This is an optimization exercise on Yosys and OpenROAD, whose aim is small area, a short achievable clock period and few clock cycles per item, not a production implementation. The RTL was checked by simulation tests, not by an equivalence proof against the original design.

[config.mk]
export PLATFORM = sky130hd
export DESIGN_NAME = ahb_ml_mac_acc
export DESIGN_NICKNAME = ahb_ml_mac_acc
export VERILOG_FILES = /design/flow/design.v
export SDC_FILE = /design/flow/constraint.sdc
export NUM_CORES = 4
export LEC_CHECK = 0
export CAP_MARGIN = 20
export CORE_MARGIN = 2
export CORE_UTILIZATION = 40
export SLEW_MARGIN = 20
[constraint.sdc]
create_clock -name core_clock -period 11.0 [get_ports {HCLK}]
set_input_delay 2.2000 -clock core_clock [delete_from_list [all_inputs] [get_ports {HCLK}]]
set_output_delay 2.2000 -clock core_clock [all_outputs]
set_load 0.01 [all_outputs]
[design.v]
module ahb_ml_mac_acc #(
  parameter int DATA_W  = 16,
  parameter int VEC_LEN = 8,
  parameter int ACC_W   = 40
) (
  input  logic        HCLK,
  input  logic        HRESETn,
  input  logic        HSEL,
  input  logic        HREADY,
  input  logic [1:0]  HTRANS,
  input  logic [2:0]  HSIZE,
  input  logic        HWRITE,
  input  logic [31:0] HADDR,
  input  logic [31:0] HWDATA,
  output logic        HREADYOUT,
  output logic [1:0]  HRESP,
  output logic [31:0] HRDATA,
  output logic        IRQ
);
  localparam int LW = 5;
  typedef enum logic [1:0] {
    S_IDLE,
    S_RUN,
    S_FIN
  } state_t;
  state_t state_q;
  state_t state_d;
  logic [7:0]  addr_q;
  logic        wr_q;
  logic        rd_q;
  logic        sel;
  logic signed [DATA_W-1:0] x_q [VEC_LEN];
  logic signed [DATA_W-1:0] w_q [VEC_LEN];
  logic [LW-1:0]            len_q;
  logic [LW-1:0]            idx_q;
  logic signed [ACC_W-1:0]  acc_q;
  logic                     ie_q;
  logic                     done_q;
  logic                     ovf_q;
  logic        busy;
  logic        mac_en;
  logic        fin;
  logic        a_ctrl;
  logic        a_len;
  logic        a_lo;
  logic        a_hi;
  logic        a_x;
  logic        a_w;
  logic        e_ok;
  logic [LW-1:0] eidx;
  logic        ctrl_we;
  logic        start_go;
  logic        clear_go;
  logic        last;
  logic [LW-1:0] len_wr;
  logic signed [DATA_W-1:0]   x_sel;
  logic signed [DATA_W-1:0]   w_sel;
  logic signed [2*DATA_W-1:0] prod;
  logic signed [ACC_W-1:0]    prod_ext;
  logic signed [ACC_W-1:0]    sum;
  logic                       ovf_now;
  logic signed [DATA_W-1:0] rx;
  logic signed [DATA_W-1:0] rw;
  logic signed [63:0]       acc64;
  logic [31:0]              rdata;
  logic unused_ok;
  assign HREADYOUT = 1'b1;
  assign HRESP     = 2'b00;
  assign IRQ       = done_q & ie_q;
  assign unused_ok = ^{HSIZE, HTRANS[0], HADDR[31:8]};
  assign sel = HSEL & HREADY & HTRANS[1];
  always_ff @(posedge HCLK or negedge HRESETn) begin
    if (!HRESETn) begin
      addr_q <= '0;
      wr_q   <= 1'b0;
      rd_q   <= 1'b0;
    end else begin
      wr_q <= sel & HWRITE;
      rd_q <= sel & ~HWRITE;
      if (sel)
        addr_q <= HADDR[7:0];
    end
  end
  assign eidx   = {1'b0, addr_q[5:2]};
  assign e_ok   = (addr_q[1:0] == 2'b00) &&
                  (eidx < LW'(VEC_LEN));
  assign a_ctrl = (addr_q == 8'h00);
  assign a_len  = (addr_q == 8'h04);
  assign a_lo   = (addr_q == 8'h08);
  assign a_hi   = (addr_q == 8'h0C);
  assign a_x    = (addr_q[7:6] == 2'b01) && e_ok;
  assign a_w    = (addr_q[7:6] == 2'b10) && e_ok;
  assign ctrl_we  = wr_q & a_ctrl;
  assign clear_go = ctrl_we & HWDATA[1];
  assign start_go = ctrl_we & HWDATA[0] &
                    ~HWDATA[1] & ~busy;
  assign len_wr = (HWDATA > 32'(VEC_LEN)) ?
                  LW'(VEC_LEN) : HWDATA[LW-1:0];
  always_ff @(posedge HCLK or negedge HRESETn) begin
    if (!HRESETn) begin
      for (int i = 0; i < VEC_LEN; i++) begin
        x_q[i] <= '0;
        w_q[i] <= '0;
      end
      len_q <= '0;
      ie_q  <= 1'b0;
    end else begin
      for (int i = 0; i < VEC_LEN; i++) begin
        if (wr_q & a_x & ~busy & (eidx == LW'(i)))
          x_q[i] <= HWDATA[DATA_W-1:0];
        if (wr_q & a_w & ~busy & (eidx == LW'(i)))
          w_q[i] <= HWDATA[DATA_W-1:0];
      end
      if (wr_q & a_len & ~busy)
        len_q <= len_wr;
      if (ctrl_we)
        ie_q <= HWDATA[2];
    end
  end
  always_ff @(posedge HCLK or negedge HRESETn) begin
    if (!HRESETn)
      state_q <= S_IDLE;
    else
      state_q <= state_d;
  end
  assign last = ((idx_q + LW'(1)) == len_q);
  always_comb begin
    state_d = state_q;
    unique case (state_q)
      S_IDLE: begin
        if (start_go)
          state_d = (len_q == '0) ? S_FIN : S_RUN;
      end
      S_RUN: begin
        if (last)
          state_d = S_FIN;
      end
      S_FIN:   state_d = S_IDLE;
      default: state_d = S_IDLE;
    endcase
    if (clear_go)
      state_d = S_IDLE;
  end
  always_comb begin
    busy   = 1'b0;
    mac_en = 1'b0;
    fin    = 1'b0;
    unique case (state_q)
      S_RUN: begin
        busy   = 1'b1;
        mac_en = 1'b1;
      end
      S_FIN: begin
        busy = 1'b1;
        fin  = 1'b1;
      end
      default: ;
    endcase
  end
  always_comb begin
    x_sel = '0;
    w_sel = '0;
    for (int i = 0; i < VEC_LEN; i++) begin
      if (idx_q == LW'(i)) begin
        x_sel = x_q[i];
        w_sel = w_q[i];
      end
    end
  end
  assign prod     = x_sel * w_sel;
  assign prod_ext = ACC_W'(prod);
  assign sum      = acc_q + prod_ext;
  assign ovf_now  = (acc_q[ACC_W-1] == prod_ext[ACC_W-1]) &&
                    (sum[ACC_W-1] != acc_q[ACC_W-1]);
  always_ff @(posedge HCLK or negedge HRESETn) begin
    if (!HRESETn) begin
      acc_q  <= '0;
      idx_q  <= '0;
      done_q <= 1'b0;
      ovf_q  <= 1'b0;
    end else if (clear_go) begin
      acc_q  <= '0;
      idx_q  <= '0;
      done_q <= 1'b0;
      ovf_q  <= 1'b0;
    end else if (start_go) begin
      acc_q  <= '0;
      idx_q  <= '0;
      done_q <= 1'b0;
      ovf_q  <= 1'b0;
    end else if (mac_en) begin
      acc_q <= sum;
      idx_q <= idx_q + LW'(1);
      ovf_q <= ovf_q | ovf_now;
    end else if (fin) begin
      done_q <= 1'b1;
    end
  end
  assign acc64 = 64'(acc_q);
  always_comb begin
    rx = '0;
    rw = '0;
    for (int i = 0; i < VEC_LEN; i++) begin
      if (eidx == LW'(i)) begin
        rx = x_q[i];
        rw = w_q[i];
      end
    end
  end
  always_comb begin
    rdata = '0;
    unique case (1'b1)
      a_ctrl:  rdata = {28'd0, ovf_q, ie_q,
                        done_q, busy};
      a_len:   rdata = 32'(len_q);
      a_lo:    rdata = acc64[31:0];
      a_hi:    rdata = acc64[63:32];
      a_x:     rdata = 32'(rx);
      a_w:     rdata = 32'(rw);
      default: rdata = '0;
    endcase
  end
  assign HRDATA = rd_q ? rdata : 32'd0;
endmodule
[run.sh]
#!/bin/bash
# synth_recipe.tcl (not shown) runs the flow's synth.tcl, then flattens the netlist and writes it again
# the make line also repeats each setting of config.mk as NAME=value (left out here)
make -C /OpenROAD-flow-scripts/flow DESIGN_CONFIG=/design/flow/config.mk WORK_HOME=/design/flow/orfs CLKGATE_MAP_FILE= SYNTH_SCRIPT=/design/flow/synth_recipe.tcl finish
==> reports/metrics.csv <==
metric,value,unit
worst relative slew slack,21.7,%
worst endpoint data arrival time,10.90,ns
CP bufs+invs,8,
number of synthesized flops with an enable pin,0,
Async SR Flop Fraction,100,%
dpl hpwl,65.3,mm
FMAX,95.6,MHz
CTS Buffer Depth,3,
Crit Path Category,flip-flop to flip-flop,
die extent in x,271,microns
final setup fails,0,
largest net degree at the start of global routing,169,
worst-path fanout max,16,
main combinational cell family by area after synthesis,adder cells,
Synth Area in Simple Gates,11.1,%
n_diodes,0,
DR vias,23000,
syn avg cell area,9.70,sq um
GRT Total Usage,23.7,%
Finished Core Util,45.9,%
cell mode on critical path,fa_1,
post-placement setup slack,-0.0512,ns
first-pass GRT wire length,136,mm
gpl congestion,0.911,
Tightest Pin Transition,1.17,ns
Vias/cell,5.78,
vias in the first global route,23600,
DRT iter0 DRCs,2079,
Synth Flop Type,dfrtp_1,
Compound-Gate Fraction of Synth Area,14.5,%
layout cells sized above 1,17.7,%
Remaining DRCs,0,
clock latency (worst-skew pair),0.56,ns
Detailed Routing Iterations Pass 1,7,
Max Cap Viol,0,
Area growth syn-to-layout,13.3,%
Reg2Reg Setup Slack,0.54,ns
Clock Sinks,321,
GRT overflow,0,
final setup margin,0.541,ns
post-route clock period utilization,95.1,%
WHS,0.489,ns
CTS Root Cell,clkbuf_16,
CP peak stage delay,0.57,ns
buffers added on ports,78,
Hold Crit Class,flip-flop to flip-flop,
CP endpoint kind,flip-flop,
die extent in y,271,microns
Initial Utilization,40.5,%
worst path required time,11.44,ns
Detail Route Antenna Nets,0,
Setup TNS Final,0,ns
die area,73400,sq um
DR WL/cell,22.2,microns
row count,97,
adder-cell share of the synthesized area,24.1,%
Slew Limit Fails,0,
Post-CTS Hold Fix Bufs,0,
"Seq/Total Area, Yosys",28.2,%
Yosys cell types,82,
Ys Warns,3,
xor/xnor cell area share of the yosys netlist,2.34,%
clk slew on worst S/H paths,0.06,ns
# IOs,110,
status,finished clean,
final hold vios,0,
drt total wl,88.6,mm
RSZ-0062 raised after global routing,false,
Mapped Cells,2936,
H-tree depth,2,
mapped cell area,28500,sq um
total CTS buffers,36,
CTS tree,done,
largest delay contributor family on the critical path,adder cells,
Worst setup SP type,flip-flop,
slowest CP cell,dfrtp_1,
Worst Clk Skew,0.0227,ns
core area,70300,sq um
Final nets,3483,
antenna violations before repair,4,
mux cell area share after synthesis,13.2,%
Final min period,10.46,ns
"flops & latches, synth",321,
[sequential cells by signal (all words and copies together), names as in the netlist]
| name | count |
|---|---|
| acc_q | 40 |
| addr_q | 8 |
| done_q | 1 |
| idx_q | 5 |
| ie_q | 1 |
| len_q | 5 |
| ovf_q | 1 |
| rd_q | 1 |
| state_q | 2 |
| w_q | 128 |
| wr_q | 1 |
| x_q | 128 |
[synthesized netlist by cell type (all sizes together), types with 4 or more instances]
library cell	instances	area, sq um
nor2b	14	87.6
nand3	20	100
nand2	243	912
a2111oi	8	70.1
nand3b	5	37.5
mux2	257	2890
o21a	8	61.3
o22ai	5	31.3
xnor2	56	490
or2	6	37.5
fa	263	5270
a21oi	176	903
and3	8	57.6
buf	37	188
a222oi	12	120
a22o	6	52.6
mux2i	40	400
a22oi	82	616
o31a	5	45.0
clkbuf	124	475
o211ai	40	300
o21bai	8	60.1
nor3	22	120
inv	316	1190
xor2	20	175
nand2b	20	125
or3	6	37.5
a31oi	32	200
nor2	316	1190
nor4	13	81.3
ha	128	1600
a221oi	10	93.8
o31ai	4	30.0
a211oi	15	130
mux4	21	473
o21ai	101	513
and2	25	159
nand4	16	106
or4	4	30.0
dfrtp	321	8030
a21o	63	474
a32oi	25	219
[worst register-to-register path, delay by kind of cell (launching register included)]
| kind | cells | cell delay (ns) |
|---|---|---|
| multiplexers | 1 | 0.27 |
| flip-flops | 1 | 0.57 |
| adder cells (fa/ha/maj) | 8 | 3.66 |
| AO/OA/AOI/OAI | 20 | 3.63 |
| buffers and inverters | 8 | 0.94 |
| AND/OR/NAND/NOR | 8 | 1.26 |
[cell type report]
type	instances	area (sq um)
fill	6558	38000
multi-input combinational	2139	18800
sequential	321	8040
timing repair buffer	204	1940
inverter	316	1190
tap	940	1180
clock buffer	52	1050
clock inverter	10	90.1
[worst paths after layout]
path | from | end | cells after the start
max | idx_q[2]$_DFFE_PN0P_ | acc_q[37]$_DFFE_PN0P_ | 45
min | ovf_q$_DFFE_PN0P_ | ovf_q$_DFFE_PN0P_ | 2
max reg2reg | idx_q[2]$_DFFE_PN0P_ | acc_q[37]$_DFFE_PN0P_ | 45
min reg2reg | ovf_q$_DFFE_PN0P_ | ovf_q$_DFFE_PN0P_ | 2
max in group asynchronous | HRESETn | addr_q[3]$_DFFE_PN0P_ | 2
min in group asynchronous | HRESETn | x_q[7][11]$_DFFE_PN0P_ | 1
[per-layer routing]
metal  vias to the layer above  GRT usage (%)  wire length (microns)
met4                         0           7.50                   2390
li1                      10200              -                      -
met3                       140           3.77                   6840
met2                       903           37.9                  40400
met5                         -              0                      0
met1                     11700           33.1                  39000
[per-stage QoR]
stage	instances	area (sq um)
3_5_place_dp	3910	30900
3_3_place_gp	3909	30900
6_report	3982	32300
4_1_cts	3972	32000
2_1_floorplan	2937	28500
5_1_grt	3982	32300
[kinds of logic after synthesis]
logic type | after synthesis
simple gates | 727
compound gates | 624
buf+inv | 477
fa+ha+maj | 391
flops | 321
mux | 318
xor+xnor | 76
other cells | 2
[cells in the final DEF, fill, tap and decap left out, drive strengths merged, types with 21 or more instances in the layout]
| master | Yosys | routed |
|---|---|---|
| a32oi | 25 | 25 |
| a21oi | 176 | 176 |
| a21o | 63 | 63 |
| mux2i | 40 | 40 |
| xnor2 | 56 | 56 |
| dfrtp | 321 | 321 |
| and2 | 25 | 25 |
| buf | 37 | 124 |
| clkbuf | 124 | 55 |
| clkdlybuf4s50 | 0 | 77 |
| nor2 | 316 | 316 |
| mux2 | 257 | 257 |
| nand2 | 243 | 243 |
| ha | 128 | 128 |
| o211ai | 40 | 40 |
| fa | 263 | 263 |
| nor3 | 22 | 22 |
| mux4 | 21 | 21 |
| o21ai | 101 | 101 |
| a31oi | 32 | 32 |
| a22oi | 82 | 82 |
| inv | 316 | 318 |
[timing repair]
action,4_1_cts,5_1_grt
buffers inserted,0,7
resized for setup,1,32
cloned,0,3
setup endpoints to repair,1,12
pin swaps,0,8
Testbench counts, summed over its fixed seeds: cycles 44,541, items 2,000.

-- static timing again, ports no longer ideal --
The results above use ideal ports. As a check the final layout listed here was re-extracted and re-timed, cells and wires unchanged.
Step 1 (the two cells are an assumption about what drives the block):
set clk [get_ports {HCLK}]
set_driving_cell -lib_cell sky130_fd_sc_hd__clkbuf_16 $clk
set_driving_cell -lib_cell sky130_fd_sc_hd__buf_2 [delete_from_list [all_inputs] $clk]
Step 2 times the ports against the registers' clock, not the clock port: input delays grow and output delays shrink by t, the midpoint of the rising clock arrivals with the driver on.
Slacks: no drivers / after step 1 / after step 2; pairs: no drivers / after step 1.
t, ns: 0.612
setup WS [ns]: 0.541 / 0.541 / 0.541
latest minus earliest clock arrival (ns): 0.024 / 0.024
worst data-port slew with drivers (ns): 0.07
cell pins on the clock port's net: 1
After both steps this run still meets setup and hold. For this run, drivers alone change the setup slack by 0.000 ns; drivers and shift together by 0.000 ns.
